Background: an optimization exercise with open tools, aiming at small area, a short achievable clock period and few clock cycles per item. Do not read the settings as production practice.
In this exercise RTL edits were held to simulation tests only and were not proved equivalent to the original.
No activity file was given, so power comes from the tool's default toggle rates.

==> flow/design.v, too long to show whole: its modules and the start of the top module <==
// module float_mul_lane: 1760 lines
// module axis_float_mul_lanes: 51 lines
module axis_float_mul_lanes
#(
  parameter int    LANES      = 4,
  parameter int    USER_W     = 3,
  parameter        ROUND_MODE = "RNE"
) (
  input  logic                       clk,
  input  logic                       rst_n,
  input  logic [64*LANES-1:0]        s_axis_data,
  input  logic [USER_W-1:0]          s_axis_user,
  input  logic                       s_axis_last,
  input  logic                       s_axis_valid,
  output logic                       s_axis_ready,
  output logic [32*LANES-1:0]        m_axis_data,
  output logic [USER_W+2*LANES-1:0]  m_axis_user,
  output logic                       m_axis_last,
  output logic                       m_axis_valid,
  input  logic                       m_axis_ready
);
  // ...
==> flow/flow/run.sh <==
#!/bin/bash
# Standard layout with one extra step between synthesis and floorplan:
# flow/fapol.py re-polarises the full-adder cells of the synthesised netlist
# (a full adder with all inputs and outputs complemented is the same cell),
# which removes most inverters between adders. Registers and every other
# cell are left as the standard synthesis made them.
set -euo pipefail
bash standard.sh synth > synth.log 2>&1
NET=$(ls orfs/results/*/*/base/1_2_yosys.v)
DIR=$(dirname "$NET")
cp "$NET" yosys_standard.v
python3 flow/fapol.py yosys_standard.v "$NET" > fapol.log 2>&1
rm -f "$DIR/1_synth.odb" "$DIR/1_synth.sdc"
bash standard.sh synth > synth_odb.log 2>&1
bash standard.sh > layout.log 2>&1
==> flow/flow/fapol.py <==
#!/usr/bin/env python3
"""Re-polarise the full adders of a mapped sky130 netlist.

A full adder is self-dual: FA(~a, ~b, ~c) = (~cout, ~sum). Yosys's extract_fa
picks each adder's polarity on its own, so many adder-to-adder connections
go through an inverter. This pass chooses, per full-adder cell, whether to
use it inverted (all three inputs and both outputs complemented), greedily
minimising the number of signals that need an inverter, then rebuilds the
inverters around the adders: one inverter per signal that is needed in the
polarity its driver does not give.

Only nets touched by full adders are changed; registers, ports and all
other cells keep their connections. usage: fapol.py IN.v OUT.v
"""
import re
import sys
from collections import defaultdict

src = open(sys.argv[1]).read()

# Cell instances as written by Yosys's write_verilog: TYPE NAME ( .PIN(NET), ... );
inst_re = re.compile(r"^(\s*)(sky130_fd_sc_hd__\w+)\s+(\S+)\s*\((.*?)\);\n", re.S | re.M)
pin_re = re.compile(r"\.(\w+)\(([^()]*)\)")
OUT_PINS = {"X", "Y", "Q", "Q_N", "SUM", "COUT", "HI", "LO"}

insts = []   # dicts: type, name, pins {pin: net}, span
for m in inst_re.finditer(src):
    pins = {p: " ".join(n.split()) for p, n in pin_re.findall(m.group(4))}
    insts.append({"type": m.group(2), "name": m.group(3), "pins": pins,
                  "span": m.span(), "indent": m.group(1)})

# Port nets (any bit of a port) are never rewired.
port_names = set()
for m in re.finditer(r"^\s*(input|output|inout)\s+(\[[^\]]*\]\s*)?(\S+);", src, re.M):
    port_names.add(m.group(3))
def is_port(net):
    base = net.split("[")[0].strip()
    return base in port_names or net in port_names
assert "assign" not in re.sub(r"//.*", "", src).split("endmodule")[0].split(");", 1)[1] or True

def is_inv(t):
    return re.search(r"__(clk)?inv_\d+$", t) is not None
def is_fa(t):
    return re.search(r"__fa_\d+$", t) is not None

driver = {}
loads = defaultdict(list)
for i, c in enumerate(insts):
    for p, n in c["pins"].items():
        if p in OUT_PINS:
            driver[n] = (i, p)
        else:
            loads[n].append((i, p))

# root(net): follow inverters back; parity 1 if net = ~root.
def root_of(net):
    par = 0
    seen = set()
    while net in driver and is_inv(insts[driver[net][0]]["type"]) and net not in seen:
        seen.add(net)
        net = insts[driver[net][0]]["pins"]["A"]
        par ^= 1
    return net, par

# For each root: its inverter tree nets and the non-inverter consumers.
tree_nets = defaultdict(set)    # root -> nets in its inverter tree (incl. root)
consumers = defaultdict(list)   # root -> [(inst, pin, parity)]
tree_invs = defaultdict(set)
for net in list(loads.keys()) + list(driver.keys()):
    r, par = root_of(net)
    tree_nets[r].add(net)
for r, nets in list(tree_nets.items()):
    for n in nets:
        _, par = root_of(n)
        for (i, p) in loads[n]:
            if is_inv(insts[i]["type"]):
                tree_invs[r].add(i)
            else:
                consumers[r].append((i, p, par))

fa_ids = [i for i, c in enumerate(insts) if is_fa(c["type"])]
fa_set = set(fa_ids)

def touchable(r):
    if any(is_port(n) for n in tree_nets[r]):
        return False
    if r not in driver:
        return False
    d = driver[r][0]
    return d in fa_set or any(i in fa_set for i, _, _ in consumers[r])
roots = [r for r in tree_nets if touchable(r)]
rootset = set(roots)

# FAs fixed when any of their signals is untouchable.
fixed = set()
fa_roots = defaultdict(set)
for i in fa_ids:
    for p, n in insts[i]["pins"].items():
        r, _ = root_of(n)
        if r not in rootset:
            fixed.add(i)
        fa_roots[i].add(r)

flip = defaultdict(int)

def cost(r):
    d = driver[r][0]
    prov = flip[d] if d in fa_set else 0
    need = set()
    for i, p, par in consumers[r]:
        need.add(par ^ (flip[i] if i in fa_set else 0))
    return 1 if any(x != prov for x in need) else 0

before = sum(cost(r) for r in roots)
changed = True
passes = 0
while changed and passes < 50:
    changed = False
    passes += 1
    for i in fa_ids:
        if i in fixed:
            continue
        rs = fa_roots[i]
        c0 = sum(cost(r) for r in rs)
        flip[i] ^= 1
        c1 = sum(cost(r) for r in rs)
        if c1 < c0:
            changed = True
        else:
            flip[i] ^= 1
after = sum(cost(r) for r in roots)
old_invs = set()
for r in roots:
    old_invs |= tree_invs[r]

# Rebuild: for each touched root, consumers wanting the driver's physical
# polarity use the root net; the others use one new inverter.
new_pins = {}           # (inst, pin) -> net
new_cells = []
removed_nets = set()
k = 0
for r in roots:
    d = driver[r][0]
    prov = flip[d] if d in fa_set else 0
    inv_net = None
    for i, p, par in consumers[r]:
        need = par ^ (flip[i] if i in fa_set else 0)
        if need == prov:
            new_pins[(i, p)] = r
        else:
            if inv_net is None:
                k += 1
                inv_net = f"fapol_n{k}"
                new_cells.append((f"fapol_inv{k}", r, inv_net))
            new_pins[(i, p)] = inv_net
    removed_nets |= tree_nets[r] - {r}

def esc(n):
    return n + " " if n.startswith("\\") else n

out = []
pos = 0
for i, c in enumerate(insts):
    s, e = c["span"]
    out.append(src[pos:s])
    pos = e
    if i in old_invs:
        continue
    pins = dict(c["pins"])
    for p in pins:
        if (i, p) in new_pins:
            pins[p] = new_pins[(i, p)]
    ind = c["indent"]
    body = ",\n".join(f"{ind}  .{p}({esc(n)})" for p, n in pins.items())
    out.append(f"{ind}{c['type']} {c['name']} (\n{body}\n{ind});\n")
rest = src[pos:]
cells_txt = "".join(
    f"  sky130_fd_sc_hd__inv_1 {name} (\n    .A({esc(a)}),\n    .Y({esc(y)})\n  );\n"
    for name, a, y in new_cells)
idx = rest.rindex("endmodule")
out.append(rest[:idx] + cells_txt + rest[idx:])
txt = "".join(out)

# Declarations: drop scalar wires that no longer exist, add the new ones.
def keep_decl(m):
    name = m.group(1)
    return "" if name in removed_nets and name not in new_pins.values() else m.group(0)
txt = re.sub(r"^  wire (\S+);\n", keep_decl, txt, flags=re.M)
decl = "".join(f"  wire fapol_n{j};\n" for j in range(1, k + 1))
first_wire = re.search(r"^  wire ", txt, re.M).start()
txt = txt[:first_wire] + decl + txt[first_wire:]
open(sys.argv[2], "w").write(txt)

nflip = sum(1 for i in fa_ids if flip[i])
print(f"fapol: {len(fa_ids)} full adders ({len(fixed)} fixed), {nflip} flipped in {passes} passes; "
      f"signals needing an inverter {before} -> {after}; inverters removed {len(old_invs)}, "
      f"added {len(new_cells)}")
==> flow/standard.sh <==
#!/bin/bash
# synth_recipe.tcl (not shown) runs the flow's synth.tcl, then flattens the netlist and writes it again
# the make line also repeats each setting of config.mk as NAME=value (left out here)
make -C /OpenROAD-flow-scripts/flow DESIGN_CONFIG=/design/flow/config.mk WORK_HOME=/design/flow/orfs CLKGATE_MAP_FILE= SYNTH_SCRIPT=/design/flow/synth_recipe.tcl "${@:-finish}"
==> flow/config.mk <==
export PLATFORM = sky130hd
export DESIGN_NAME = axis_float_mul_lanes
export DESIGN_NICKNAME = axis_float_mul_lanes
export VERILOG_FILES = /design/flow/design.v
export SDC_FILE = /design/flow/constraint.sdc
export NUM_CORES = 4
export LEC_CHECK = 0
export ABC_AREA = 1
export CAP_MARGIN = 20
export CORE_MARGIN = 2
export CORE_UTILIZATION = 65
export SETUP_SLACK_MARGIN = 3.8
export SLEW_MARGIN = 20
==> flow/constraint.sdc <==
create_clock -name core_clock -period 8.0 [get_ports {clk}]
set_input_delay 1.6000 -clock core_clock [delete_from_list [all_inputs] [get_ports {clk}]]
set_output_delay 1.6000 -clock core_clock [all_outputs]
set_load 0.01 [all_outputs]
==> impl_results.md, run 1 <==
- DP HPWL: 190700 um
- Run status: no timing/DRC/antenna violations
- Final count of hold timing violations: 0
- Switching share of power: 0.4928
- CP Capture Type: flop
- Arrival @ worst endpoint: 4.80 ns
- Post-layout utilization of the core: 0.7565
- Top Registers: g_lane.u_lane.s2_x x140, g_lane.u_lane.s2_y x140
- Sequential power: 0.00886 W
- Place WS: 2.916 ns
- Synthesized net count: 11.09k
- Die footprint: 141800 um^2
- Crit-path max cell delay: 0.60 ns
- Leading cell kind: multi-input combinational cells
- Tap cells: 1794
- Max clock buf depth: 3
- Post-CTS setup buffers: 207
- Residual DRC count: 0
- Sequential share of cell area: 0.2428
- Worst r2r path cells: 10
- Initial antenna violation count: 18
- Reg2Reg Launch Point: g_lane[2].u_lane.a_q[9]
- Clk power: 0.00452 W
- CTS tree: built
- Hold worst-path end: side_q[1][0]
- Bufs w/o clock: 930
- Initial Util: 0.6556
- Min cycle time layout: 4.306 ns
- Critical path buffer and inverter count: 3
- PortBufs: 405
- Max Cap Viol: 0
- Gr usage total: 0.4026
- Int Pwr: 0.02447 W
- Clock share of power: 0.094
Testbench counts, summed over its fixed seeds: cycles 16,024, items 16,000.
==> run 2: changes to the inputs <==
--- a/flow/design.v
+++ b/flow/design.v
@@ -13,52 +13,66 @@
       logic x, y, z;
       x = (2*j+1 < 23) ? b[2*j+1] : 1'b1;
       y = b[2*j];
       z = (j == 0) ? 1'b0 : b[2*j-1];
       bone[j] = y ^ z;
       btwo[j] = (x & ~y & ~z) | (~x & y & z);
     end
   end
-  logic [31:0] a_q, b_q;
+  wire a_z   = (a[30:23] == 8'd0);
+  wire b_z   = (b[30:23] == 8'd0);
+  wire a_e1  = (a[30:23] == 8'hFF);
+  wire b_e1  = (b[30:23] == 8'hFF);
+  wire a_nan = a_e1 & (a[22:0] != 23'd0);
+  wire b_nan = b_e1 & (b[22:0] != 23'd0);
+  wire a_inf = a_e1 & (a[22:0] == 23'd0);
+  wire b_inf = b_e1 & (b[22:0] == 23'd0);
+  logic [1:0] kind_in;
+  always_comb begin
+    if (a_nan | b_nan | (a_inf & b_z) | (a_z & b_inf)) kind_in = 2'd3;
+    else if (a_inf | b_inf)                            kind_in = 2'd2;
+    else if (a_z | b_z)                                kind_in = 2'd1;
+    else                                               kind_in = 2'd0;
+  end
+  logic [22:0] bz;             
+  logic [4:0]  tb;
+  always_comb begin
+    bz[0] = 1'b1;
+    for (int k = 1; k < 23; k++) bz[k] = bz[k-1] & ~b[k-1];
+    tb = (bz[22] & ~b[22]) ? 5'd23 : 5'd0;
+    for (int k = 0; k < 23; k++) tb = tb | ({5{bz[k] & b[k]}} & 5'(k));
+  end
+  logic [22:0] a_q;
+  logic [10:0] bneg_q;
   logic [11:0] bonen_q, btwon_q;      
+  logic        s1_sign;
+  logic [1:0]  s1_kind;
+  logic [9:0]  s1_exp;
+  logic [4:0]  tb_q;
   always_ff @(posedge clk) if (en) begin
-    a_q     <= a;
-    b_q     <= b;
+    a_q     <= a[22:0];
+    for (int j = 0; j < 11; j++) bneg_q[j] <= b[2*j+1];
     bonen_q <= ~bone;
     btwon_q <= ~btwo;
+    s1_sign <= a[31] ^ b[31];
+    s1_kind <= kind_in;
+    s1_exp  <= {2'b00, a[30:23]} + {2'b00, b[30:23]} - 10'd127;
+    tb_q    <= tb;
   end
-  wire a_z   = (a_q[30:23] == 8'd0);
-  wire b_z   = (b_q[30:23] == 8'd0);
-  wire a_e1  = (a_q[30:23] == 8'hFF);
-  wire b_e1  = (b_q[30:23] == 8'hFF);
-  wire a_nan = a_e1 & (a_q[22:0] != 23'd0);
-  wire b_nan = b_e1 & (b_q[22:0] != 23'd0);
-  wire a_inf = a_e1 & (a_q[22:0] == 23'd0);
-  wire b_inf = b_e1 & (b_q[22:0] == 23'd0);
-  logic [1:0] kind;
-  always_comb begin
-    if (a_nan | b_nan | (a_inf & b_z) | (a_z & b_inf)) kind = 2'd3;
-    else if (a_inf | b_inf)                            kind = 2'd2;
-    else if (a_z | b_z)                                kind = 2'd1;
-    else                                               kind = 2'd0;
-  end
-  wire       sign = a_q[31] ^ b_q[31];
-  wire [9:0] esum = {2'b00, a_q[30:23]} + {2'b00, b_q[30:23]} - 10'd127;
-  logic [22:0] za, zb;
+  wire       sign = s1_sign;
+  wire [1:0] kind = s1_kind;
+  wire [9:0] esum = s1_exp;
+  logic [22:0] za;
   logic        lo_z;
   always_comb begin
     za[0] = 1'b1;
-    zb[0] = 1'b1;
-    for (int k = 1; k < 23; k++) begin
-      za[k] = za[k-1] & ~a_q[k-1];
-      zb[k] = zb[k-1] & ~b_q[k-1];
-    end
+    for (int k = 1; k < 23; k++) za[k] = za[k-1] & ~a_q[k-1];
     lo_z = 1'b0;
-    for (int k = 0; k < 23; k++) lo_z = lo_z | (za[k] & zb[22-k]);
+    for (int k = 0; k < 23; k++) lo_z = lo_z | (za[k] & (tb_q >= 5'(22 - k)));
   end
   wire hs1;
   wire hc2;
   wire hs3;
   wire hc4;
   wire fs5;
   wire fc6;
   wire hs7;
@@ -667,17 +681,17 @@
   wire pp0_17 = ((~bonen_q[0] & a_q[17]) | (~btwon_q[0] & a_q[16])) ^ bneg0;
   wire pp0_18 = ((~bonen_q[0] & a_q[18]) | (~btwon_q[0] & a_q[17])) ^ bneg0;
   wire pp0_19 = ((~bonen_q[0] & a_q[19]) | (~btwon_q[0] & a_q[18])) ^ bneg0;
   wire pp0_20 = ((~bonen_q[0] & a_q[20]) | (~btwon_q[0] & a_q[19])) ^ bneg0;
   wire pp0_21 = ((~bonen_q[0] & a_q[21]) | (~btwon_q[0] & a_q[20])) ^ bneg0;
   wire pp0_22 = ((~bonen_q[0] & a_q[22]) | (~btwon_q[0] & a_q[21])) ^ bneg0;
   wire pp0_23 = ((~bonen_q[0] & 1'b1) | (~btwon_q[0] & a_q[22])) ^ bneg0;
   wire pp0_24 = ((~btwon_q[0] & 1'b1)) ^ bneg0;
-  wire bneg0 = b_q[1];
+  wire bneg0 = bneg_q[0];
   wire nneg0 = ~bneg0;
   wire pp1_0 = ((~bonen_q[1] & a_q[0])) ^ bneg1;
   wire pp1_1 = ((~bonen_q[1] & a_q[1]) | (~btwon_q[1] & a_q[0])) ^ bneg1;
   wire pp1_2 = ((~bonen_q[1] & a_q[2]) | (~btwon_q[1] & a_q[1])) ^ bneg1;
   wire pp1_3 = ((~bonen_q[1] & a_q[3]) | (~btwon_q[1] & a_q[2])) ^ bneg1;
   wire pp1_4 = ((~bonen_q[1] & a_q[4]) | (~btwon_q[1] & a_q[3])) ^ bneg1;
   wire pp1_5 = ((~bonen_q[1] & a_q[5]) | (~btwon_q[1] & a_q[4])) ^ bneg1;
   wire pp1_6 = ((~bonen_q[1] & a_q[6]) | (~btwon_q[1] & a_q[5])) ^ bneg1;
@@ -694,17 +708,17 @@
   wire pp1_17 = ((~bonen_q[1] & a_q[17]) | (~btwon_q[1] & a_q[16])) ^ bneg1;
   wire pp1_18 = ((~bonen_q[1] & a_q[18]) | (~btwon_q[1] & a_q[17])) ^ bneg1;
   wire pp1_19 = ((~bonen_q[1] & a_q[19]) | (~btwon_q[1] & a_q[18])) ^ bneg1;
   wire pp1_20 = ((~bonen_q[1] & a_q[20]) | (~btwon_q[1] & a_q[19])) ^ bneg1;
   wire pp1_21 = ((~bonen_q[1] & a_q[21]) | (~btwon_q[1] & a_q[20])) ^ bneg1;
   wire pp1_22 = ((~bonen_q[1] & a_q[22]) | (~btwon_q[1] & a_q[21])) ^ bneg1;
   wire pp1_23 = ((~bonen_q[1] & 1'b1) | (~btwon_q[1] & a_q[22])) ^ bneg1;
   wire pp1_24 = ((~btwon_q[1] & 1'b1)) ^ bneg1;
-  wire bneg1 = b_q[3];
+  wire bneg1 = bneg_q[1];
   wire nneg1 = ~bneg1;
   wire pp2_0 = ((~bonen_q[2] & a_q[0])) ^ bneg2;
   wire pp2_1 = ((~bonen_q[2] & a_q[1]) | (~btwon_q[2] & a_q[0])) ^ bneg2;
   wire pp2_2 = ((~bonen_q[2] & a_q[2]) | (~btwon_q[2] & a_q[1])) ^ bneg2;
   wire pp2_3 = ((~bonen_q[2] & a_q[3]) | (~btwon_q[2] & a_q[2])) ^ bneg2;
   wire pp2_4 = ((~bonen_q[2] & a_q[4]) | (~btwon_q[2] & a_q[3])) ^ bneg2;
   wire pp2_5 = ((~bonen_q[2] & a_q[5]) | (~btwon_q[2] & a_q[4])) ^ bneg2;
   wire pp2_6 = ((~bonen_q[2] & a_q[6]) | (~btwon_q[2] & a_q[5])) ^ bneg2;
@@ -721,17 +735,17 @@
   wire pp2_17 = ((~bonen_q[2] & a_q[17]) | (~btwon_q[2] & a_q[16])) ^ bneg2;
   wire pp2_18 = ((~bonen_q[2] & a_q[18]) | (~btwon_q[2] & a_q[17])) ^ bneg2;
   wire pp2_19 = ((~bonen_q[2] & a_q[19]) | (~btwon_q[2] & a_q[18])) ^ bneg2;
   wire pp2_20 = ((~bonen_q[2] & a_q[20]) | (~btwon_q[2] & a_q[19])) ^ bneg2;
   wire pp2_21 = ((~bonen_q[2] & a_q[21]) | (~btwon_q[2] & a_q[20])) ^ bneg2;
   wire pp2_22 = ((~bonen_q[2] & a_q[22]) | (~btwon_q[2] & a_q[21])) ^ bneg2;
   wire pp2_23 = ((~bonen_q[2] & 1'b1) | (~btwon_q[2] & a_q[22])) ^ bneg2;
   wire pp2_24 = ((~btwon_q[2] & 1'b1)) ^ bneg2;
-  wire bneg2 = b_q[5];
+  wire bneg2 = bneg_q[2];
   wire nneg2 = ~bneg2;
   wire pp3_0 = ((~bonen_q[3] & a_q[0])) ^ bneg3;
   wire pp3_1 = ((~bonen_q[3] & a_q[1]) | (~btwon_q[3] & a_q[0])) ^ bneg3;
   wire pp3_2 = ((~bonen_q[3] & a_q[2]) | (~btwon_q[3] & a_q[1])) ^ bneg3;
   wire pp3_3 = ((~bonen_q[3] & a_q[3]) | (~btwon_q[3] & a_q[2])) ^ bneg3;
   wire pp3_4 = ((~bonen_q[3] & a_q[4]) | (~btwon_q[3] & a_q[3])) ^ bneg3;
   wire pp3_5 = ((~bonen_q[3] & a_q[5]) | (~btwon_q[3] & a_q[4])) ^ bneg3;
   wire pp3_6 = ((~bonen_q[3] & a_q[6]) | (~btwon_q[3] & a_q[5])) ^ bneg3;
@@ -748,17 +762,17 @@
   wire pp3_17 = ((~bonen_q[3] & a_q[17]) | (~btwon_q[3] & a_q[16])) ^ bneg3;
   wire pp3_18 = ((~bonen_q[3] & a_q[18]) | (~btwon_q[3] & a_q[17])) ^ bneg3;
   wire pp3_19 = ((~bonen_q[3] & a_q[19]) | (~btwon_q[3] & a_q[18])) ^ bneg3;
   wire pp3_20 = ((~bonen_q[3] & a_q[20]) | (~btwon_q[3] & a_q[19])) ^ bneg3;
   wire pp3_21 = ((~bonen_q[3] & a_q[21]) | (~btwon_q[3] & a_q[20])) ^ bneg3;
   wire pp3_22 = ((~bonen_q[3] & a_q[22]) | (~btwon_q[3] & a_q[21])) ^ bneg3;
   wire pp3_23 = ((~bonen_q[3] & 1'b1) | (~btwon_q[3] & a_q[22])) ^ bneg3;
   wire pp3_24 = ((~btwon_q[3] & 1'b1)) ^ bneg3;
-  wire bneg3 = b_q[7];
+  wire bneg3 = bneg_q[3];
   wire nneg3 = ~bneg3;
   wire pp4_0 = ((~bonen_q[4] & a_q[0])) ^ bneg4;
   wire pp4_1 = ((~bonen_q[4] & a_q[1]) | (~btwon_q[4] & a_q[0])) ^ bneg4;
   wire pp4_2 = ((~bonen_q[4] & a_q[2]) | (~btwon_q[4] & a_q[1])) ^ bneg4;
   wire pp4_3 = ((~bonen_q[4] & a_q[3]) | (~btwon_q[4] & a_q[2])) ^ bneg4;
   wire pp4_4 = ((~bonen_q[4] & a_q[4]) | (~btwon_q[4] & a_q[3])) ^ bneg4;
   wire pp4_5 = ((~bonen_q[4] & a_q[5]) | (~btwon_q[4] & a_q[4])) ^ bneg4;
   wire pp4_6 = ((~bonen_q[4] & a_q[6]) | (~btwon_q[4] & a_q[5])) ^ bneg4;
@@ -775,17 +789,17 @@
   wire pp4_17 = ((~bonen_q[4] & a_q[17]) | (~btwon_q[4] & a_q[16])) ^ bneg4;
   wire pp4_18 = ((~bonen_q[4] & a_q[18]) | (~btwon_q[4] & a_q[17])) ^ bneg4;
   wire pp4_19 = ((~bonen_q[4] & a_q[19]) | (~btwon_q[4] & a_q[18])) ^ bneg4;
   wire pp4_20 = ((~bonen_q[4] & a_q[20]) | (~btwon_q[4] & a_q[19])) ^ bneg4;
   wire pp4_21 = ((~bonen_q[4] & a_q[21]) | (~btwon_q[4] & a_q[20])) ^ bneg4;
   wire pp4_22 = ((~bonen_q[4] & a_q[22]) | (~btwon_q[4] & a_q[21])) ^ bneg4;
   wire pp4_23 = ((~bonen_q[4] & 1'b1) | (~btwon_q[4] & a_q[22])) ^ bneg4;
   wire pp4_24 = ((~btwon_q[4] & 1'b1)) ^ bneg4;
-  wire bneg4 = b_q[9];
+  wire bneg4 = bneg_q[4];
   wire nneg4 = ~bneg4;
   wire pp5_0 = ((~bonen_q[5] & a_q[0])) ^ bneg5;
   wire pp5_1 = ((~bonen_q[5] & a_q[1]) | (~btwon_q[5] & a_q[0])) ^ bneg5;
   wire pp5_2 = ((~bonen_q[5] & a_q[2]) | (~btwon_q[5] & a_q[1])) ^ bneg5;
   wire pp5_3 = ((~bonen_q[5] & a_q[3]) | (~btwon_q[5] & a_q[2])) ^ bneg5;
   wire pp5_4 = ((~bonen_q[5] & a_q[4]) | (~btwon_q[5] & a_q[3])) ^ bneg5;
   wire pp5_5 = ((~bonen_q[5] & a_q[5]) | (~btwon_q[5] & a_q[4])) ^ bneg5;
   wire pp5_6 = ((~bonen_q[5] & a_q[6]) | (~btwon_q[5] & a_q[5])) ^ bneg5;
@@ -802,17 +816,17 @@
   wire pp5_17 = ((~bonen_q[5] & a_q[17]) | (~btwon_q[5] & a_q[16])) ^ bneg5;
   wire pp5_18 = ((~bonen_q[5] & a_q[18]) | (~btwon_q[5] & a_q[17])) ^ bneg5;
   wire pp5_19 = ((~bonen_q[5] & a_q[19]) | (~btwon_q[5] & a_q[18])) ^ bneg5;
   wire pp5_20 = ((~bonen_q[5] & a_q[20]) | (~btwon_q[5] & a_q[19])) ^ bneg5;
   wire pp5_21 = ((~bonen_q[5] & a_q[21]) | (~btwon_q[5] & a_q[20])) ^ bneg5;
   wire pp5_22 = ((~bonen_q[5] & a_q[22]) | (~btwon_q[5] & a_q[21])) ^ bneg5;
   wire pp5_23 = ((~bonen_q[5] & 1'b1) | (~btwon_q[5] & a_q[22])) ^ bneg5;
   wire pp5_24 = ((~btwon_q[5] & 1'b1)) ^ bneg5;
-  wire bneg5 = b_q[11];
+  wire bneg5 = bneg_q[5];
   wire nneg5 = ~bneg5;
   wire pp6_0 = ((~bonen_q[6] & a_q[0])) ^ bneg6;
   wire pp6_1 = ((~bonen_q[6] & a_q[1]) | (~btwon_q[6] & a_q[0])) ^ bneg6;
   wire pp6_2 = ((~bonen_q[6] & a_q[2]) | (~btwon_q[6] & a_q[1])) ^ bneg6;
   wire pp6_3 = ((~bonen_q[6] & a_q[3]) | (~btwon_q[6] & a_q[2])) ^ bneg6;
   wire pp6_4 = ((~bonen_q[6] & a_q[4]) | (~btwon_q[6] & a_q[3])) ^ bneg6;
   wire pp6_5 = ((~bonen_q[6] & a_q[5]) | (~btwon_q[6] & a_q[4])) ^ bneg6;
   wire pp6_6 = ((~bonen_q[6] & a_q[6]) | (~btwon_q[6] & a_q[5])) ^ bneg6;
@@ -829,17 +843,17 @@
   wire pp6_17 = ((~bonen_q[6] & a_q[17]) | (~btwon_q[6] & a_q[16])) ^ bneg6;
   wire pp6_18 = ((~bonen_q[6] & a_q[18]) | (~btwon_q[6] & a_q[17])) ^ bneg6;
   wire pp6_19 = ((~bonen_q[6] & a_q[19]) | (~btwon_q[6] & a_q[18])) ^ bneg6;
   wire pp6_20 = ((~bonen_q[6] & a_q[20]) | (~btwon_q[6] & a_q[19])) ^ bneg6;
   wire pp6_21 = ((~bonen_q[6] & a_q[21]) | (~btwon_q[6] & a_q[20])) ^ bneg6;
   wire pp6_22 = ((~bonen_q[6] & a_q[22]) | (~btwon_q[6] & a_q[21])) ^ bneg6;
   wire pp6_23 = ((~bonen_q[6] & 1'b1) | (~btwon_q[6] & a_q[22])) ^ bneg6;
   wire pp6_24 = ((~btwon_q[6] & 1'b1)) ^ bneg6;
-  wire bneg6 = b_q[13];
+  wire bneg6 = bneg_q[6];
   wire nneg6 = ~bneg6;
   wire pp7_0 = ((~bonen_q[7] & a_q[0])) ^ bneg7;
   wire pp7_1 = ((~bonen_q[7] & a_q[1]) | (~btwon_q[7] & a_q[0])) ^ bneg7;
   wire pp7_2 = ((~bonen_q[7] & a_q[2]) | (~btwon_q[7] & a_q[1])) ^ bneg7;
   wire pp7_3 = ((~bonen_q[7] & a_q[3]) | (~btwon_q[7] & a_q[2])) ^ bneg7;
   wire pp7_4 = ((~bonen_q[7] & a_q[4]) | (~btwon_q[7] & a_q[3])) ^ bneg7;
   wire pp7_5 = ((~bonen_q[7] & a_q[5]) | (~btwon_q[7] & a_q[4])) ^ bneg7;
   wire pp7_6 = ((~bonen_q[7] & a_q[6]) | (~btwon_q[7] & a_q[5])) ^ bneg7;
@@ -856,17 +870,17 @@
   wire pp7_17 = ((~bonen_q[7] & a_q[17]) | (~btwon_q[7] & a_q[16])) ^ bneg7;
   wire pp7_18 = ((~bonen_q[7] & a_q[18]) | (~btwon_q[7] & a_q[17])) ^ bneg7;
   wire pp7_19 = ((~bonen_q[7] & a_q[19]) | (~btwon_q[7] & a_q[18])) ^ bneg7;
   wire pp7_20 = ((~bonen_q[7] & a_q[20]) | (~btwon_q[7] & a_q[19])) ^ bneg7;
   wire pp7_21 = ((~bonen_q[7] & a_q[21]) | (~btwon_q[7] & a_q[20])) ^ bneg7;
   wire pp7_22 = ((~bonen_q[7] & a_q[22]) | (~btwon_q[7] & a_q[21])) ^ bneg7;
   wire pp7_23 = ((~bonen_q[7] & 1'b1) | (~btwon_q[7] & a_q[22])) ^ bneg7;
   wire pp7_24 = ((~btwon_q[7] & 1'b1)) ^ bneg7;
-  wire bneg7 = b_q[15];
+  wire bneg7 = bneg_q[7];
   wire nneg7 = ~bneg7;
   wire pp8_0 = ((~bonen_q[8] & a_q[0])) ^ bneg8;
   wire pp8_1 = ((~bonen_q[8] & a_q[1]) | (~btwon_q[8] & a_q[0])) ^ bneg8;
   wire pp8_2 = ((~bonen_q[8] & a_q[2]) | (~btwon_q[8] & a_q[1])) ^ bneg8;
   wire pp8_3 = ((~bonen_q[8] & a_q[3]) | (~btwon_q[8] & a_q[2])) ^ bneg8;
   wire pp8_4 = ((~bonen_q[8] & a_q[4]) | (~btwon_q[8] & a_q[3])) ^ bneg8;
   wire pp8_5 = ((~bonen_q[8] & a_q[5]) | (~btwon_q[8] & a_q[4])) ^ bneg8;
   wire pp8_6 = ((~bonen_q[8] & a_q[6]) | (~btwon_q[8] & a_q[5])) ^ bneg8;
@@ -883,17 +897,17 @@
   wire pp8_17 = ((~bonen_q[8] & a_q[17]) | (~btwon_q[8] & a_q[16])) ^ bneg8;
   wire pp8_18 = ((~bonen_q[8] & a_q[18]) | (~btwon_q[8] & a_q[17])) ^ bneg8;
   wire pp8_19 = ((~bonen_q[8] & a_q[19]) | (~btwon_q[8] & a_q[18])) ^ bneg8;
   wire pp8_20 = ((~bonen_q[8] & a_q[20]) | (~btwon_q[8] & a_q[19])) ^ bneg8;
   wire pp8_21 = ((~bonen_q[8] & a_q[21]) | (~btwon_q[8] & a_q[20])) ^ bneg8;
   wire pp8_22 = ((~bonen_q[8] & a_q[22]) | (~btwon_q[8] & a_q[21])) ^ bneg8;
   wire pp8_23 = ((~bonen_q[8] & 1'b1) | (~btwon_q[8] & a_q[22])) ^ bneg8;
   wire pp8_24 = ((~btwon_q[8] & 1'b1)) ^ bneg8;
-  wire bneg8 = b_q[17];
+  wire bneg8 = bneg_q[8];
   wire nneg8 = ~bneg8;
   wire pp9_0 = ((~bonen_q[9] & a_q[0])) ^ bneg9;
   wire pp9_1 = ((~bonen_q[9] & a_q[1]) | (~btwon_q[9] & a_q[0])) ^ bneg9;
   wire pp9_2 = ((~bonen_q[9] & a_q[2]) | (~btwon_q[9] & a_q[1])) ^ bneg9;
   wire pp9_3 = ((~bonen_q[9] & a_q[3]) | (~btwon_q[9] & a_q[2])) ^ bneg9;
   wire pp9_4 = ((~bonen_q[9] & a_q[4]) | (~btwon_q[9] & a_q[3])) ^ bneg9;
   wire pp9_5 = ((~bonen_q[9] & a_q[5]) | (~btwon_q[9] & a_q[4])) ^ bneg9;
   wire pp9_6 = ((~bonen_q[9] & a_q[6]) | (~btwon_q[9] & a_q[5])) ^ bneg9;
@@ -910,17 +924,17 @@
   wire pp9_17 = ((~bonen_q[9] & a_q[17]) | (~btwon_q[9] & a_q[16])) ^ bneg9;
   wire pp9_18 = ((~bonen_q[9] & a_q[18]) | (~btwon_q[9] & a_q[17])) ^ bneg9;
   wire pp9_19 = ((~bonen_q[9] & a_q[19]) | (~btwon_q[9] & a_q[18])) ^ bneg9;
   wire pp9_20 = ((~bonen_q[9] & a_q[20]) | (~btwon_q[9] & a_q[19])) ^ bneg9;
   wire pp9_21 = ((~bonen_q[9] & a_q[21]) | (~btwon_q[9] & a_q[20])) ^ bneg9;
   wire pp9_22 = ((~bonen_q[9] & a_q[22]) | (~btwon_q[9] & a_q[21])) ^ bneg9;
   wire pp9_23 = ((~bonen_q[9] & 1'b1) | (~btwon_q[9] & a_q[22])) ^ bneg9;
   wire pp9_24 = ((~btwon_q[9] & 1'b1)) ^ bneg9;
-  wire bneg9 = b_q[19];
+  wire bneg9 = bneg_q[9];
   wire nneg9 = ~bneg9;
   wire pp10_0 = ((~bonen_q[10] & a_q[0])) ^ bneg10;
   wire pp10_1 = ((~bonen_q[10] & a_q[1]) | (~btwon_q[10] & a_q[0])) ^ bneg10;
   wire pp10_2 = ((~bonen_q[10] & a_q[2]) | (~btwon_q[10] & a_q[1])) ^ bneg10;
   wire pp10_3 = ((~bonen_q[10] & a_q[3]) | (~btwon_q[10] & a_q[2])) ^ bneg10;
   wire pp10_4 = ((~bonen_q[10] & a_q[4]) | (~btwon_q[10] & a_q[3])) ^ bneg10;
   wire pp10_5 = ((~bonen_q[10] & a_q[5]) | (~btwon_q[10] & a_q[4])) ^ bneg10;
   wire pp10_6 = ((~bonen_q[10] & a_q[6]) | (~btwon_q[10] & a_q[5])) ^ bneg10;
@@ -937,17 +951,17 @@
   wire pp10_17 = ((~bonen_q[10] & a_q[17]) | (~btwon_q[10] & a_q[16])) ^ bneg10;
   wire pp10_18 = ((~bonen_q[10] & a_q[18]) | (~btwon_q[10] & a_q[17])) ^ bneg10;
   wire pp10_19 = ((~bonen_q[10] & a_q[19]) | (~btwon_q[10] & a_q[18])) ^ bneg10;
   wire pp10_20 = ((~bonen_q[10] & a_q[20]) | (~btwon_q[10] & a_q[19])) ^ bneg10;
   wire pp10_21 = ((~bonen_q[10] & a_q[21]) | (~btwon_q[10] & a_q[20])) ^ bneg10;
   wire pp10_22 = ((~bonen_q[10] & a_q[22]) | (~btwon_q[10] & a_q[21])) ^ bneg10;
   wire pp10_23 = ((~bonen_q[10] & 1'b1) | (~btwon_q[10] & a_q[22])) ^ bneg10;
   wire pp10_24 = ((~btwon_q[10] & 1'b1)) ^ bneg10;
-  wire bneg10 = b_q[21];
+  wire bneg10 = bneg_q[10];
   wire nneg10 = ~bneg10;
   wire pp11_0 = ((~bonen_q[11] & a_q[0])) ^ bneg11;
   wire pp11_1 = ((~bonen_q[11] & a_q[1]) | (~btwon_q[11] & a_q[0])) ^ bneg11;
   wire pp11_2 = ((~bonen_q[11] & a_q[2]) | (~btwon_q[11] & a_q[1])) ^ bneg11;
   wire pp11_3 = ((~bonen_q[11] & a_q[3]) | (~btwon_q[11] & a_q[2])) ^ bneg11;
   wire pp11_4 = ((~bonen_q[11] & a_q[4]) | (~btwon_q[11] & a_q[3])) ^ bneg11;
   wire pp11_5 = ((~bonen_q[11] & a_q[5]) | (~btwon_q[11] & a_q[4])) ^ bneg11;
   wire pp11_6 = ((~bonen_q[11] & a_q[6]) | (~btwon_q[11] & a_q[5])) ^ bneg11;
--- a/flow/config.mk
+++ b/flow/config.mk
@@ -6,8 +6,9 @@
 export NUM_CORES = 4
 export LEC_CHECK = 0
 export ABC_AREA = 1
 export CAP_MARGIN = 20
 export CORE_MARGIN = 2
 export CORE_UTILIZATION = 65
 export SETUP_SLACK_MARGIN = 3.8
 export SLEW_MARGIN = 20
+export TNS_END_PERCENT = 0
==> run 2 against run 1 <==
Against the previous run:
- worst hold slack got worse by 0.0084 ns
- die area fell by 0.76%
- largest cell class unchanged
- sequential cell count fell by 48
- cell area fell by 3.6%
- wire length fell by 1.3%
- global-route usage fell by 0.48 points
- via count fell by 0.87%
- clock skew rose by 0.013 ns
- maximum frequency fell by 3.9%
- clock power fell by 1%
- core utilization fell by 2.4 points
- sequential power fell by 3.2%
==> impl_results.md, run 2 <==
- Synthesized net count: 11.29k (was 11.09k)
- DP HPWL: 197100 um (was 190700 um)
- Final setup violation count: 0 (unchanged)
- Worst ir drop on vdd: 0.3017 mV (was 0.3869 mV)
- WS Path Type: reg -> reg (unchanged)
- Top Registers: g_lane.u_lane.s2_x x140, g_lane.u_lane.s2_y x140, g_lane.u_lane.result x128 (was g_lane.u_lane.s2_x x140, g_lane.u_lane.s2_y x140)
- Synth warn: 5 (unchanged)
- WL/cell: 24.47 um (was 24.76 um)
- Final count of hold timing violations: 0 (unchanged)
- Residual DRC count: 0 (unchanged)
- Chip Width: 375.2 um (was 376.6 um)
- Worst hold slack: 0.4125 ns (was 0.4209 ns)
- Fillers: 10.05k (was 9352)
- Dominant delay contributor by cell family on the critical path: adder cells (unchanged)
- Arrival @ worst endpoint: 4.94 ns (was 4.80 ns)
- Critical path buffer and inverter count: 2 (was 3)
- Hold Crit Class: reg -> reg (unchanged)
- CTS sink cnt: 795 (was 843)
- Worst-skew pair later-pin latency: 0.75 ns (was 0.76 ns)
- Die footprint: 140800 um^2 (was 141800 um^2)
- First-pass GRT wire length: 433500 um (was 440100 um)
- Worst path cell trace: clkinvlp_2 -> o22ai_1 -> xor2_1 -> fa_1 -> fa_1 -> inv_1 -> fa_1 -> fa_1 (was clkinvlp_4 -> buf_6 -> o22ai_1 -> xor2_1 -> fa_1 -> fa_1 -> fa_1 -> fa_1 -> inv_1 -> fa_2)
- Static Leak: 43.19 nW (was 44.64 nW)
- Max-slew violation count: 0 (unchanged)
- Initial Util: 0.6530 (was 0.6556)
- Cell mode on critical path: fa_1 (unchanged)
- CTS tree: built (unchanged)
- Maximum number of pins on one net before global-route repair: 164 (was 186)
- Routed vias/inst: 6.469 (was 6.519)
- Min cycle time layout: 4.480 ns (was 4.306 ns)
- Total CTS buffers: 92 (was 94)
- Slew @ Worst Pin: 1.362 ns (was 1.291 ns)
- Initial DRC count: 9647 (was 10.93k)
- Commonest non-fill, non-tap cells in the layout: xor2_1 (1193), inv_1 (1120), nand2_1 (1096) (was xor2_1 (1171), o22ai_1 (1036), fa_1 (1027))
- Grt total ovfl: 0 (unchanged)
- Worst Path Max Fanout: 12 (was 14)
- Post-layout utilization of the core: 0.7320 (was 0.7565)
- Crit start category: flop (unchanged)
- Via count of the routed design: 76.22k (was 76.89k)
- Crit-path slowest cell: clkinvlp_2 (was fa_1)
- PortBufs: 405 (unchanged)
- Die Height: 375.2 um (was 376.6 um)
- Crit-path max cell delay: 0.80 ns (was 0.60 ns)
- Core Box Area: 137200 um^2 (was 137700 um^2)
- Initial antenna violation count: 11 (was 18)
- Slew headroom: 0.08855 (was 0.1361)
- Gr usage total: 0.3978 (was 0.4026)
- First-pass DRT Iterations: 9 (was 7)
- Max clock buf depth: 3 (unchanged)
- Clock Tree Root: clkbuf_16 (unchanged)
- Synth Area per Inst: 9.341 um^2 (was 9.624 um^2)
- CP Capture Type: flop (unchanged)
- CP required: 8.46 ns (was 8.49 ns)
- Period utilisation layout: 0.5600 (was 0.5383)
- PD cells: 462.9 nW/um^2 (was 463.2 nW/um^2)
- FMAX: 223.2 MHz (was 232.2 MHz)
- Final antenna-violating net count: 0 (unchanged)
- Max Cap Viol: 0 (unchanged)
- Row count: 136 (unchanged)
- I/O pins: 406 (unchanged)
- Layout cells sized above 1: 0.08747 (was 0.1240)
- Run status: no timing/DRC/antenna violations (unchanged)
- Commonest non-fill, non-tap cell in the layout: xor2_1 (unchanged)
- Cell Area, Synth: 89560 um^2 (was 90250 um^2)
- Layout area overhead: 12.11% (was 15.38%)
- GP Congestion: 0.9905 (was 0.9720)
- Vias in the first global route: 75.49k (was 76.71k)
- Layout Nets: 11.61k (was 11.63k)
- Clk pin slew, worst setup/hold paths: 0.06 ns (about the same)
- Wirelength, routed: 288400 um (was 292100 um)
- RSZ-0062 raised after global routing: true (unchanged)
- Clock skew: 0.05383 ns (was 0.04111 ns)
- Syn Inst Count: 9587 (was 9378)
- CTS HTree Levels: 3 (unchanged)
==> run 2: worst reg2reg max path, delay by kind of cell, from the launching register on <==
family          cells  cell delay, ns
compound gates      1            0.48
xor+xnor            1            0.22
flops               1            0.59
fa+ha+maj           4            2.06
buf+inv             2            0.87
==> run 2: final cells by class <==
class                      count  area [um^2]  area share
multi-input combinational   7032        59370      0.5913
sequential                   795        23840      0.2375
timing repair buffer         716         6771     0.06745
inverter                    1237         4792     0.04773
clock buffer                 101         2336     0.02327
tap                         1794         2245     0.02236
clock inverter                68        835.8    0.008325
timing repair inverter        31        190.2    0.001894
antenna                        8        20.02   0.0001994
==> run 2: path summary, 6_finish.rpt <==
path / slack, ns / to / start / cells after the start
hold / removal: 0.41 / g_lane[0].u_lane.s2_exp[9] / g_lane[0].u_lane.s1_exp[9] / 0
setup reg to reg: 3.52 / g_lane[0].u_lane.s2_y[19] / g_lane[0].u_lane.a_q[7] / 8
hold reg to reg: 0.41 / g_lane[0].u_lane.s2_exp[9] / g_lane[0].u_lane.s1_exp[9] / 0
setup / recovery: 3.52 / g_lane[0].u_lane.s2_y[19] / g_lane[0].u_lane.a_q[7] / 8
==> run 2: metal layers <==
layer  part of all wire  GRT usage  vias to the layer above
met4              0.065     0.2003                       12
met2               0.42     0.5878                     5814
met1               0.37     0.5207                    35952
met3               0.15     0.1405                     1488
li1                   -          -                    32956
met5             0.0012          0                        -
==> run 2: metrics by stage <==
stage	area, um^2	TNS (ns)	cells	power (W)	worst slack, ns
after floorplan	89570	-4821.49	9587	0.03137	-6.072
after global placement	94670	0	11375	0.03936	2.573
after detailed placement	94710	0	11378	0.04060	2.408
after CTS	98960	0	11650	0.04561	3.568
after global routing	100400	0	11779	0.05092	3.487
final	100400	0	11782	0.04648	3.520
==> run 2: power by group <==
group / internal, W / switching [W]
sequential: 0.00783 / 0.000756
clock: 0.00257 / 0.00189
combinational: 0.0130 / 0.0205
total: 0.0234 / 0.0231
==> run 2: repair_timing <==
item                       CTS  global route
setup endpoints to repair  298           335
gates resized for setup     73            73
hold buffers                 0             0
pin swaps                    9            20
setup buffers               72           115
cloned                      31             7
Testbench counts of run 2, summed over its fixed seeds: cycles 16,024, items 16,000.
==> run 3: changes to the inputs <==
--- a/flow/flow/run.sh
+++ b/flow/flow/run.sh
@@ -2,8 +2,9 @@
 # Standard layout with one extra step between synthesis and floorplan:
 # flow/fapol.py re-polarises the full-adder cells of the synthesised netlist
 # (a full adder with all inputs and outputs complemented is the same cell),
-# which removes most inverters between adders. Registers and every other
-# cell are left as the standard synthesis made them.
+# which removes most inverters between adders (some XOR gates feeding the
+# adders become XNORs). Registers and all other cells are left as the
+# standard synthesis made them.
 set -euo pipefail
 bash standard.sh synth > synth.log 2>&1
 NET=$(ls orfs/results/*/*/base/1_2_yosys.v)
--- a/flow/flow/fapol.py
+++ b/flow/flow/fapol.py
@@ -7,7 +7,8 @@
 use it inverted (all three inputs and both outputs complemented), greedily
 minimising the number of signals that need an inverter, then rebuilds the
 inverters around the adders: one inverter per signal that is needed in the
-polarity its driver does not give.
+polarity its driver does not give. A two-input XOR driving adders may be
+swapped for an XNOR (or back) when that gives the polarity they need.
 
 Only nets touched by full adders are changed; registers, ports and all
 other cells keep their connections. usage: fapol.py IN.v OUT.v
@@ -42,6 +43,8 @@
     return re.search(r"__(clk)?inv_\d+$", t) is not None
 def is_fa(t):
     return re.search(r"__fa_\d+$", t) is not None
+def is_xor(t):
+    return re.search(r"__x(n)?or2_\d+$", t) is not None
 
 driver = {}
 loads = defaultdict(list)
@@ -103,32 +106,100 @@
 
 flip = defaultdict(int)
 
+def needs(r):
+    return set(par ^ (flip[i] if i in fa_set else 0) for i, p, par in consumers[r])
+def provided(r):
+    d = driver[r][0]
+    if d in fa_set:
+        return flip[d]
+    if is_xor(insts[d]["type"]):
+        n = needs(r)
+        return n.pop() if len(n) == 1 else 0   # swap xor/xnor when that helps
+    return 0
 def cost(r):
-    d = driver[r][0]
-    prov = flip[d] if d in fa_set else 0
-    need = set()
+    prov = provided(r)
+    return 1 if any(x != prov for x in needs(r)) else 0
+
+before = sum(cost(r) for r in roots)
+
+def greedy():
+    changed = True
+    n = 0
+    while changed and n < 50:
+        changed = False
+        n += 1
+        for i in fa_ids:
+            if i in fixed:
+                continue
+            rs = fa_roots[i]
+            c0 = sum(cost(r) for r in rs)
+            flip[i] ^= 1
+            c1 = sum(cost(r) for r in rs)
+            if c1 < c0:
+                changed = True
+            else:
+                flip[i] ^= 1
+    return n
+greedy()
+plain = dict(flip)
+plain_cost = sum(cost(r) for r in roots)
+
+# Start from a consistent assignment: the parity of every adder-to-adder
+# connection fixes the relative polarity of the two adders (union-find with
+# parity); each connected group then takes the polarity that suits its
+# fixed neighbours best, and a greedy pass finishes.
+parent = {i: i for i in fa_ids}
+rel = {i: 0 for i in fa_ids}        # polarity relative to parent
+def find(i):
+    if parent[i] == i:
+        return i, 0
+    r, p = find(parent[i])
+    parent[i] = r
+    rel[i] ^= p
+    return r, rel[i]
+conflicts = 0
+for r in roots:
+    d = driver[r][0]
+    if d not in fa_set or d in fixed:
+        continue
     for i, p, par in consumers[r]:
-        need.add(par ^ (flip[i] if i in fa_set else 0))
-    return 1 if any(x != prov for x in need) else 0
-
-before = sum(cost(r) for r in roots)
-changed = True
-passes = 0
-while changed and passes < 50:
-    changed = False
-    passes += 1
-    for i in fa_ids:
-        if i in fixed:
+        if i not in fa_set or i in fixed:
             continue
-        rs = fa_roots[i]
-        c0 = sum(cost(r) for r in rs)
-        flip[i] ^= 1
-        c1 = sum(cost(r) for r in rs)
-        if c1 < c0:
-            changed = True
-        else:
-            flip[i] ^= 1
+        ra, pa = find(d)
+        rb, pb = find(i)
+        if ra == rb:
+            if pa ^ pb != par:
+                conflicts += 1
+        else:
+            parent[rb] = ra
+            rel[rb] = pa ^ pb ^ par
+groups = defaultdict(list)
+for i in fa_ids:
+    if i in fixed:
+        continue
+    r, p = find(i)
+    groups[r].append((i, p))
+for g, members in groups.items():
+    best = None
+    for gp in (0, 1):
+        for i, p in members:
+            flip[i] = p ^ gp
+        rs = set()
+        for i, _ in members:
+            rs |= fa_roots[i]
+        c = sum(cost(r) for r in rs)
+        if best is None or c < best[0]:
+            best = (c, gp)
+    for i, p in members:
+        flip[i] = p ^ best[1]
+passes = greedy()
 after = sum(cost(r) for r in roots)
+sys.stderr.write(f"fapol: {len(groups)} adder groups, {conflicts} parity conflicts; "
+                 f"greedy alone {plain_cost}, grouped start {after}\n")
+if plain_cost < after:
+    flip.clear()
+    flip.update(plain)
+    after = plain_cost
 old_invs = set()
 for r in roots:
     old_invs |= tree_invs[r]
@@ -139,9 +210,12 @@
 new_cells = []
 removed_nets = set()
 k = 0
+swap = set()
 for r in roots:
     d = driver[r][0]
-    prov = flip[d] if d in fa_set else 0
+    prov = provided(r)
+    if prov and d not in fa_set:
+        swap.add(d)                      # xor2 <-> xnor2
     inv_net = None
     for i, p, par in consumers[r]:
         need = par ^ (flip[i] if i in fa_set else 0)
@@ -171,8 +245,16 @@
         if (i, p) in new_pins:
             pins[p] = new_pins[(i, p)]
     ind = c["indent"]
+    typ = c["type"]
+    if i in swap:
+        if "__xor2_" in typ:
+            typ = typ.replace("__xor2_", "__xnor2_")
+            pins = {("Y" if p == "X" else p): n for p, n in pins.items()}
+        else:
+            typ = typ.replace("__xnor2_", "__xor2_")
+            pins = {("X" if p == "Y" else p): n for p, n in pins.items()}
     body = ",\n".join(f"{ind}  .{p}({esc(n)})" for p, n in pins.items())
-    out.append(f"{ind}{c['type']} {c['name']} (\n{body}\n{ind});\n")
+    out.append(f"{ind}{typ} {c['name']} (\n{body}\n{ind});\n")
 rest = src[pos:]
 cells_txt = "".join(
     f"  sky130_fd_sc_hd__inv_1 {name} (\n    .A({esc(a)}),\n    .Y({esc(y)})\n  );\n"
@@ -194,4 +276,4 @@
 nflip = sum(1 for i in fa_ids if flip[i])
 print(f"fapol: {len(fa_ids)} full adders ({len(fixed)} fixed), {nflip} flipped in {passes} passes; "
       f"signals needing an inverter {before} -> {after}; inverters removed {len(old_invs)}, "
-      f"added {len(new_cells)}")
+      f"added {len(new_cells)}; xor/xnor swapped {len(swap)}")
==> run 3 against run 2 <==
Against the previous run:
- wire length is essentially flat
- clock power is essentially flat
- largest cell class unchanged
- count of clock-buffer cells in the layout down 1
- die area fell by 1.5%
- still clean
- non-clock buffer count down 21
==> impl_results.md, run 3 <==
- Initial DRC count: 10.22k (was 9647)
- Residual DRC count: 0 (unchanged)
- Post-Layout Inst Area: 99030 um^2 (was 100400 um^2)
- First-pass DRT Iterations: 12 (was 9)
- Place WS: 2.615 ns (was 2.408 ns)
- Routed vias/inst: 6.599 (was 6.469)
- Synthesized net count: 10.93k (was 11.29k)
- Seq pwr share: 0.188 (was 0.185)
- Via count of the routed design: 75.16k (was 76.22k)
- Grt total ovfl: 0 (unchanged)
- Period utilisation layout: 0.5500 (was 0.5600)
- Synth warn: 5 (unchanged)
- Run status: no timing/DRC/antenna violations (unchanged)
- Die footprint: 138700 um^2 (was 140800 um^2)
- Clock skew: 0.03828 ns (was 0.05383 ns)
- Vias in the first global route: 74.96k (was 75.49k)
- GP Congestion: 0.9670 (was 0.9905)
- Clk pin slew, worst setup/hold paths: 0.06 ns (about the same)
- Clock share of power: 0.098 (was 0.096)
- WL/cell: 25.30 um (was 24.47 um)
- Layout Nets: 11.23k (was 11.61k)
- Commonest non-fill, non-tap cell in the layout: nand2_1 (was xor2_1)
- Gr usage total: 0.4081 (was 0.3978)
- Slew headroom: 0.1273 (was 0.08855)
- CTS sink cnt: 795 (unchanged)
- Arrival @ worst endpoint: 4.84 ns (was 4.94 ns)
- Commonest non-fill, non-tap cells in the layout: nand2_1 (1093), o22ai_1 (1056), fa_1 (1033) (was xor2_1 (1193), inv_1 (1120), nand2_1 (1096))
- Post-layout utilization of the core: 0.7329 (was 0.7320)
- Storage cell area: 23840 um^2 (unchanged)
- Syn Inst Count: 9227 (was 9587)
- Top Registers: g_lane.u_lane.s2_x x140, g_lane.u_lane.s2_y x140, g_lane.u_lane.result x128 (unchanged)
- Placed instance area: 93270 um^2 (was 94710 um^2)
- Fillers: 9793 (was 10.05k)
- Worst-skew pair later-pin latency: 0.74 ns (was 0.75 ns)
- Int Pwr: 0.02332 W (was 0.02335 W)
- Setup ws final: 3.600 ns (was 3.520 ns)
- Worst path cell trace: clkinvlp_2 -> o22ai_1 -> xor2_1 -> ha_1 -> fa_1 -> fa_1 -> fa_1 -> fa_1 (was clkinvlp_2 -> o22ai_1 -> xor2_1 -> fa_1 -> fa_1 -> inv_1 -> fa_1 -> fa_1)
- Worst ir drop on vdd: 0.3015 mV (was 0.3017 mV)
- CTS tree: built (unchanged)
- Max-slew violation count: 0 (unchanged)
- WS Path Type: reg -> reg (unchanged)
- Reg2Reg Launch Point: g_lane[0].u_lane.a_q[15] (was g_lane[0].u_lane.a_q[7])
- PD cells: 460.9 nW/um^2 (was 462.9 nW/um^2)
- Initial antenna violation count: 18 (was 11)
- Layout area overhead: 12.27% (was 12.11%)
- Net Sw Power: 0.02233 W (was 0.02313 W)
- Hold path start: side_q[1][1] (was g_lane[0].u_lane.s1_exp[9])
- Setup_tns: 0 ns (unchanged)
- Min cycle time layout: 4.400 ns (was 4.480 ns)
- Crit start category: flop (unchanged)
- Max Cap Viol: 0 (unchanged)
- Multi-input logic area: 59500 um^2 (was 59370 um^2)
- I/O pins: 406 (unchanged)
- FMAX: 227.3 MHz (was 223.2 MHz)
- Crit-path max cell delay: 0.76 ns (was 0.80 ns)
- Final antenna-violating net count: 0 (unchanged)
- CTS Hold Bufs: 0 (unchanged)
- CP Capture Type: flop (unchanged)
- Static Leak: 39.41 nW (was 43.19 nW)
- Comb power frac: 0.713 (was 0.719)
- Initial Util: 0.6527 (was 0.6530)
- Clock Tree Root: clkbuf_16 (unchanged)
- Switching share of power: 0.4892 (was 0.4976)
- RSZ-0062 raised after global routing: true (unchanged)
- Die Height: 372.4 um (was 375.2 um)
- DP HPWL: 194400 um (was 197100 um)
- CTS HTree Levels: 3 (unchanged)
- Core Box Area: 135100 um^2 (was 137200 um^2)
- Critical path launch point: g_lane[0].u_lane.a_q[15] (was g_lane[0].u_lane.a_q[7])
- Worst hold slack: 0.4170 ns (was 0.4125 ns)
- Final count of hold timing violations: 0 (unchanged)
- CP required: 8.44 ns (was 8.46 ns)
- Wirelength, routed: 288200 um (was 288400 um)
- Cell Area, Synth: 88200 um^2 (was 89560 um^2)
- First-pass GRT wire length: 433300 um (was 433500 um)
- Chip Width: 372.4 um (was 375.2 um)
- Synth Area per Inst: 9.559 um^2 (was 9.341 um^2)
- Cell mode on critical path: fa_1 (unchanged)
- Final setup violation count: 0 (unchanged)
- Hold Crit Class: reg -> reg (unchanged)
- Maximum number of pins on one net before global-route repair: 149 (was 164)
- Slew @ Worst Pin: 1.304 ns (was 1.362 ns)
- Max clock buf depth: 3 (unchanged)
- PortBufs: 405 (unchanged)
- Worst Path Max Fanout: 13 (was 12)
- Row count: 135 (was 136)
- Crit-path slowest cell: clkinvlp_2 (unchanged)
- Layout cells sized above 1: 0.09107 (was 0.08747)
- Total CTS buffers: 91 (was 92)
## run 3: layout make-up
| class | instances | share of cell area |
|---|---|---|
| clock buffers | 100 | 0.02355 |
| diodes | 12 | 0.0003032 |
| repair inverters | 29 | 0.001668 |
| well taps | 1781 | 0.02250 |
| multi-input cells | 7032 | 0.6009 |
| flip-flops and latches | 795 | 0.2408 |
| repair buffers | 695 | 0.06706 |
| clock inverters | 69 | 0.008389 |
| inverters | 877 | 0.03490 |
## run 3: worst paths after layout
check                                   end  slack (ns)  cells past startpoint
setup reg to reg  g_lane[0].u_lane.s2_x[18]        3.60                      8
hold reg to reg                side_q[2][1]        0.42                      0
hold / removal                 side_q[2][1]        0.42                      0
setup / recovery  g_lane[0].u_lane.s2_x[18]        3.60                      8
## run 3: layer usage
layer / up-vias / share of wire / global-route usage / wire [um]
met2: 5846 / 0.42 / 0.5973 / 120300
met4: 14 / 0.066 / 0.2132 / 19030
li1: 32185 / - / - / -
met3: 1554 / 0.16 / 0.1614 / 45490
met5: - / 0.00037 / 0 / 108
met1: 35561 / 0.36 / 0.5235 / 103200
## run 3: power by group through the flow
stage	Clock, W	Sequential (W)	Combinational [W]
after global routing	0.00469	0.00870	0.0365
final	0.00449	0.00860	0.0326
after CTS	0.00454	0.00859	0.0316
after global placement	0	0.00869	0.0297
after detailed placement	0	0.00874	0.0308
after floorplan	0	0.00845	0.0223
## run 3: repair_timing
action | 4_1_cts | 5_1_grt
pin swaps | 14 | 24
cloned | 24 | 13
resized for setup | 93 | 94
setup buffers | 101 | 72
setup endpoints to repair | 279 | 308
## run 3: worst max-delay path: cells and delay by family (launching register included)
kind            cells  cell delay (ns)
fa+ha+maj           5             2.19
buf+inv             1             0.76
flops               1             0.53
compound gates      1             0.46
xor+xnor            1             0.18
## run 3: metrics by stage
step | total power [W] | std cells
after floorplan | 0.03079 | 9227
after global placement | 0.03843 | 10998
after detailed placement | 0.03954 | 10999
after CTS | 0.04468 | 11293
after global routing | 0.04986 | 11384
final | 0.04564 | 11390
==> run 4: changes to the inputs <==
--- a/flow/flow/run.sh
+++ b/flow/flow/run.sh
@@ -4,7 +4,9 @@
 # (a full adder with all inputs and outputs complemented is the same cell),
 # which removes most inverters between adders (some XOR gates feeding the
 # adders become XNORs). Registers and all other cells are left as the
-# standard synthesis made them.
+# standard synthesis made them. Every port still gets a buffer, as in the
+# standard flow, but a plain buf_1 rather than the delay cell
+# clkdlybuf4s50_1 the resizer picks by default.
 set -euo pipefail
 bash standard.sh synth > synth.log 2>&1
 NET=$(ls orfs/results/*/*/base/1_2_yosys.v)
@@ -13,4 +15,4 @@
 python3 flow/fapol.py yosys_standard.v "$NET" > fapol.log 2>&1
 rm -f "$DIR/1_synth.odb" "$DIR/1_synth.sdc"
 bash standard.sh synth > synth_odb.log 2>&1
-bash standard.sh > layout.log 2>&1
+bash standard.sh "BUFFER_PORTS_ARGS=-inputs -outputs -buffer_cell sky130_fd_sc_hd__buf_1" finish > layout.log 2>&1
==> run 4 against run 3 <==
Against the previous run:
- highest routed layer unchanged
- synthesized area unchanged
- count of clock-buffer cells in the layout up 20
- sequential share of layout area up 0.54 points
- still clean
- largest power group unchanged
- core utilization down 1.6 points
==> impl_results.md, run 4 <==
- Run status: no timing/DRC/antenna violations (unchanged)
- PortBufs: 405 (unchanged)
- Hold worst-path end: g_lane[2].u_lane.s2_sign (was side_q[2][1])
- Die Height: 372.4 um (unchanged)
- Initial antenna violation count: 16 (was 18)
- Final setup violation count: 0 (unchanged)
- Static Leak: 38.58 nW (was 39.41 nW)
- Hold path start: g_lane[2].u_lane.s1_sign (was side_q[1][1])
- Layout area overhead: 9.822% (was 12.27%)
- Arrival @ worst endpoint: 4.74 ns (was 4.84 ns)
- Placed instance area: 90900 um^2 (was 93270 um^2)
- Core Box Area: 135100 um^2 (unchanged)
- CTS Hold Bufs: 0 (unchanged)
- First-pass GRT wire length: 426100 um (was 433300 um)
- Via count of the routed design: 75.22k (was 75.16k)
- Final antenna-violating net count: 0 (unchanged)
- Max clock buf depth: 3 (unchanged)
- Slew @ Worst Pin: 1.380 ns (was 1.304 ns)
- Worst r2r path cells: 7 (was 8)
- Clock skew: 0.02642 ns (was 0.03828 ns)
- Commonest non-fill, non-tap cells in the layout: nand2_1 (1091), o22ai_1 (1056), fa_1 (1033) (was nand2_1 (1093), o22ai_1 (1056), fa_1 (1033))
- Row count: 135 (unchanged)
- Cell Area, Synth: 88200 um^2 (unchanged)
- Reg2reg end: g_lane[2].u_lane.s2_x[16] (was g_lane[0].u_lane.s2_x[18])
- Slew headroom: 0.07286 (was 0.1273)
- Total CTS buffers: 92 (was 91)
- First-pass DRT Iterations: 8 (was 12)
- Vias in the first global route: 73.39k (was 74.96k)
- Residual DRC count: 0 (unchanged)
- WS Path Type: reg -> reg (unchanged)
- Layout cells sized above 1: 0.09346 (was 0.09107)
- GP Congestion: 0.9873 (was 0.9670)
- CP required: 8.42 ns (was 8.44 ns)
- Place WS: 2.789 ns (was 2.615 ns)
- Die footprint: 138700 um^2 (unchanged)
- Met3 Usage GRT: 0.1388 (was 0.1614)
- FMAX: 231.5 MHz (was 227.3 MHz)
- Commonest non-fill, non-tap cell in the layout: nand2_1 (unchanged)
- Post-Layout Inst Area: 96870 um^2 (was 99030 um^2)
- Worst ir drop on vdd: 0.3196 mV (was 0.3015 mV)
- Chip Width: 372.4 um (unchanged)
- Min cycle time layout: 4.320 ns (was 4.400 ns)
- Worst Path Max Fanout: 12 (was 13)
- Max-slew violation count: 0 (unchanged)
- Top Registers: g_lane.u_lane.s2_x x140, g_lane.u_lane.s2_y x140, g_lane.u_lane.result x128 (unchanged)
- Hold Crit Class: reg -> reg (unchanged)
- Gr usage total: 0.4010 (was 0.4081)
- Initial Util: 0.6527 (unchanged)
- Grt met1 use: 0.5347 (was 0.5235)
- Synth warn: 5 (unchanged)
- CP Capture Type: flop (unchanged)
- Reg2Reg Launch Point: g_lane[2].u_lane.a_q[13] (was g_lane[0].u_lane.a_q[15])
- Synth Area per Inst: 9.559 um^2 (unchanged)
- Max Cap Viol: 0 (unchanged)
- Crit start category: flop (unchanged)
- PD cells: 470.8 nW/um^2 (was 460.9 nW/um^2)
- WL/cell: 24.89 um (was 25.30 um)
- Grt total ovfl: 0 (unchanged)
- Clk pin slew, worst setup/hold paths: 0.06 ns (about the same)
- Initial DRC count: 10.30k (was 10.22k)
- RSZ-0062 raised after global routing: true (unchanged)
- GRT busiest layer: met2 (unchanged)
- Synthesized net count: 10.93k (unchanged)
- Worst-skew pair later-pin latency: 0.71 ns (was 0.74 ns)
- Maximum number of pins on one net before global-route repair: 166 (was 149)
- CTS sink cnt: 795 (unchanged)
- Routed vias/inst: 6.573 (was 6.599)
- Period utilisation layout: 0.5400 (was 0.5500)
- Final count of hold timing violations: 0 (unchanged)
- Setup ws final: 3.680 ns (was 3.600 ns)
- CTS HTree Levels: 3 (unchanged)
- Setup_tns: 0 ns (unchanged)
- Layout Nets: 11.29k (was 11.23k)
- Wirelength, routed: 284800 um (was 288200 um)
- CTS tree: built (unchanged)
- I/O pins: 406 (unchanged)
- Syn Inst Count: 9227 (unchanged)
- Clock Tree Root: clkbuf_16 (unchanged)
- Worst Hold Path Cells: 0 (unchanged)
- Met2 GRT Util: 0.5889 (was 0.5973)
- DP HPWL: 194900 um (was 194400 um)
- R2R Setup Slk: 3.68 ns (was 3.60 ns)
==> run 4: worst max-delay path by stage <==
stage                                          from                          end  slack [ns]  cells past startpoint
final                      g_lane[2].u_lane.a_q[13]    g_lane[2].u_lane.s2_x[16]        3.68                      7
after global placement             s_axis_data[133]  g_lane[2].u_lane.s1_kind[0]        2.82                     16
after detailed placement           s_axis_data[133]  g_lane[2].u_lane.s1_kind[0]        2.79                     16
after floorplan                        m_axis_ready      g_lane[0].u_lane.a_q[0]       -6.07                      2
after CTS                 g_lane[1].u_lane.s2_y[13]  g_lane[1].u_lane.result[11]        3.67                     26
after global routing      g_lane[1].u_lane.s2_y[13]  g_lane[1].u_lane.result[21]        3.65                     25
==> run 4: timing repair <==
action / 4_1_cts / 5_1_grt
gates cloned: 19 / 12
endpoints found under the setup margin: 263 / 291
buffers inserted: 68 / 152
gates resized for setup: 71 / 144
pin swaps: 10 / 28
==> run 4: layout make-up <==
type	count	area (um^2)
antenna	12	30.03
clock buffer	120	2470
clock inverter	43	493.0
fill	10087	38260
inverter	877	3477
multi-input combinational	7033	59510
sequential	795	23840
tap	1781	2228
timing repair buffer	760	4678
timing repair inverter	23	140.1
==> run 4: metrics by stage <==
step | total power [W] | instances | utilization | hold WS, ns
floorplan | 0.03079 | 9227 | - | 0.4003
global placement | 0.03865 | 11014 | 0.6724 | 0.4005
detailed placement | 0.03968 | 11016 | 0.6727 | 0.4045
CTS | 0.04443 | 11266 | 0.7019 | 0.4142
global route | 0.04982 | 11435 | 0.7167 | 0.4194
finish | 0.04561 | 11444 | 0.7169 | 0.4130
==> run 4: power breakdown <==
group	internal (W)	total, W	switching (W)	leakage, nW
Clock	0.00247	0.00425	0.00178	1.42
Sequential	0.00782	0.00856	0.000738	8.46
Combinational	0.0127	0.0328	0.0201	28.7
Total	0.0230	0.0456	0.0226	38.6
==> run 4: worst max-delay path, cell delays in order, from the launching register on <==
cell and delay, ns:
edfxtp_1 0.56, clkinvlp_2 0.78, o22ai_1 0.46, xnor2_1 0.14, fa_1 0.63, fa_1 0.46
fa_1 0.57, fa_1 0.44
==> run 4: routing by layer <==
metal / up-vias / wire length [um]
met3: 1413 / 43040
met2: 5711 / 119900
met5: - / 74
li1: 32308 / -
met1: 35772 / 104600
met4: 12 / 17180

[re-timing with driven ports]
No port has a modelled driver above. Below, the same layouts with a new extraction and two added sets of constraints. Step 1: set_driving_cell puts a clkbuf_16 on clk and a buf_2 on each other input, an assumption about the parent block. Step 2 moves the port delays by t, midway between the first and last clock arrival at a register: inputs arrive t later, outputs are due t later. That takes back most of the time a late clock gives input paths. Three values: ideal ports, drivers, drivers and shift; two values: the first two.
run | t (ns) | setup slack, ns | worst slew at a driven data input, ns
run 1 | 0.824 | 3.694 / 3.694 / 3.560 | 0.24
run 2 | 0.803 | 3.520 / 3.520 / 3.076 | 0.22
run 3 | 0.804 | 3.600 / 3.600 / 3.119 | 0.24
run 4 | 0.776 | 3.680 / 3.680 / 3.186 | 0.26
After both steps every run listed still meets setup and hold. For run 4, which loses most, drivers alone change the setup slack by 0.000 ns; drivers and shift together by -0.494 ns.
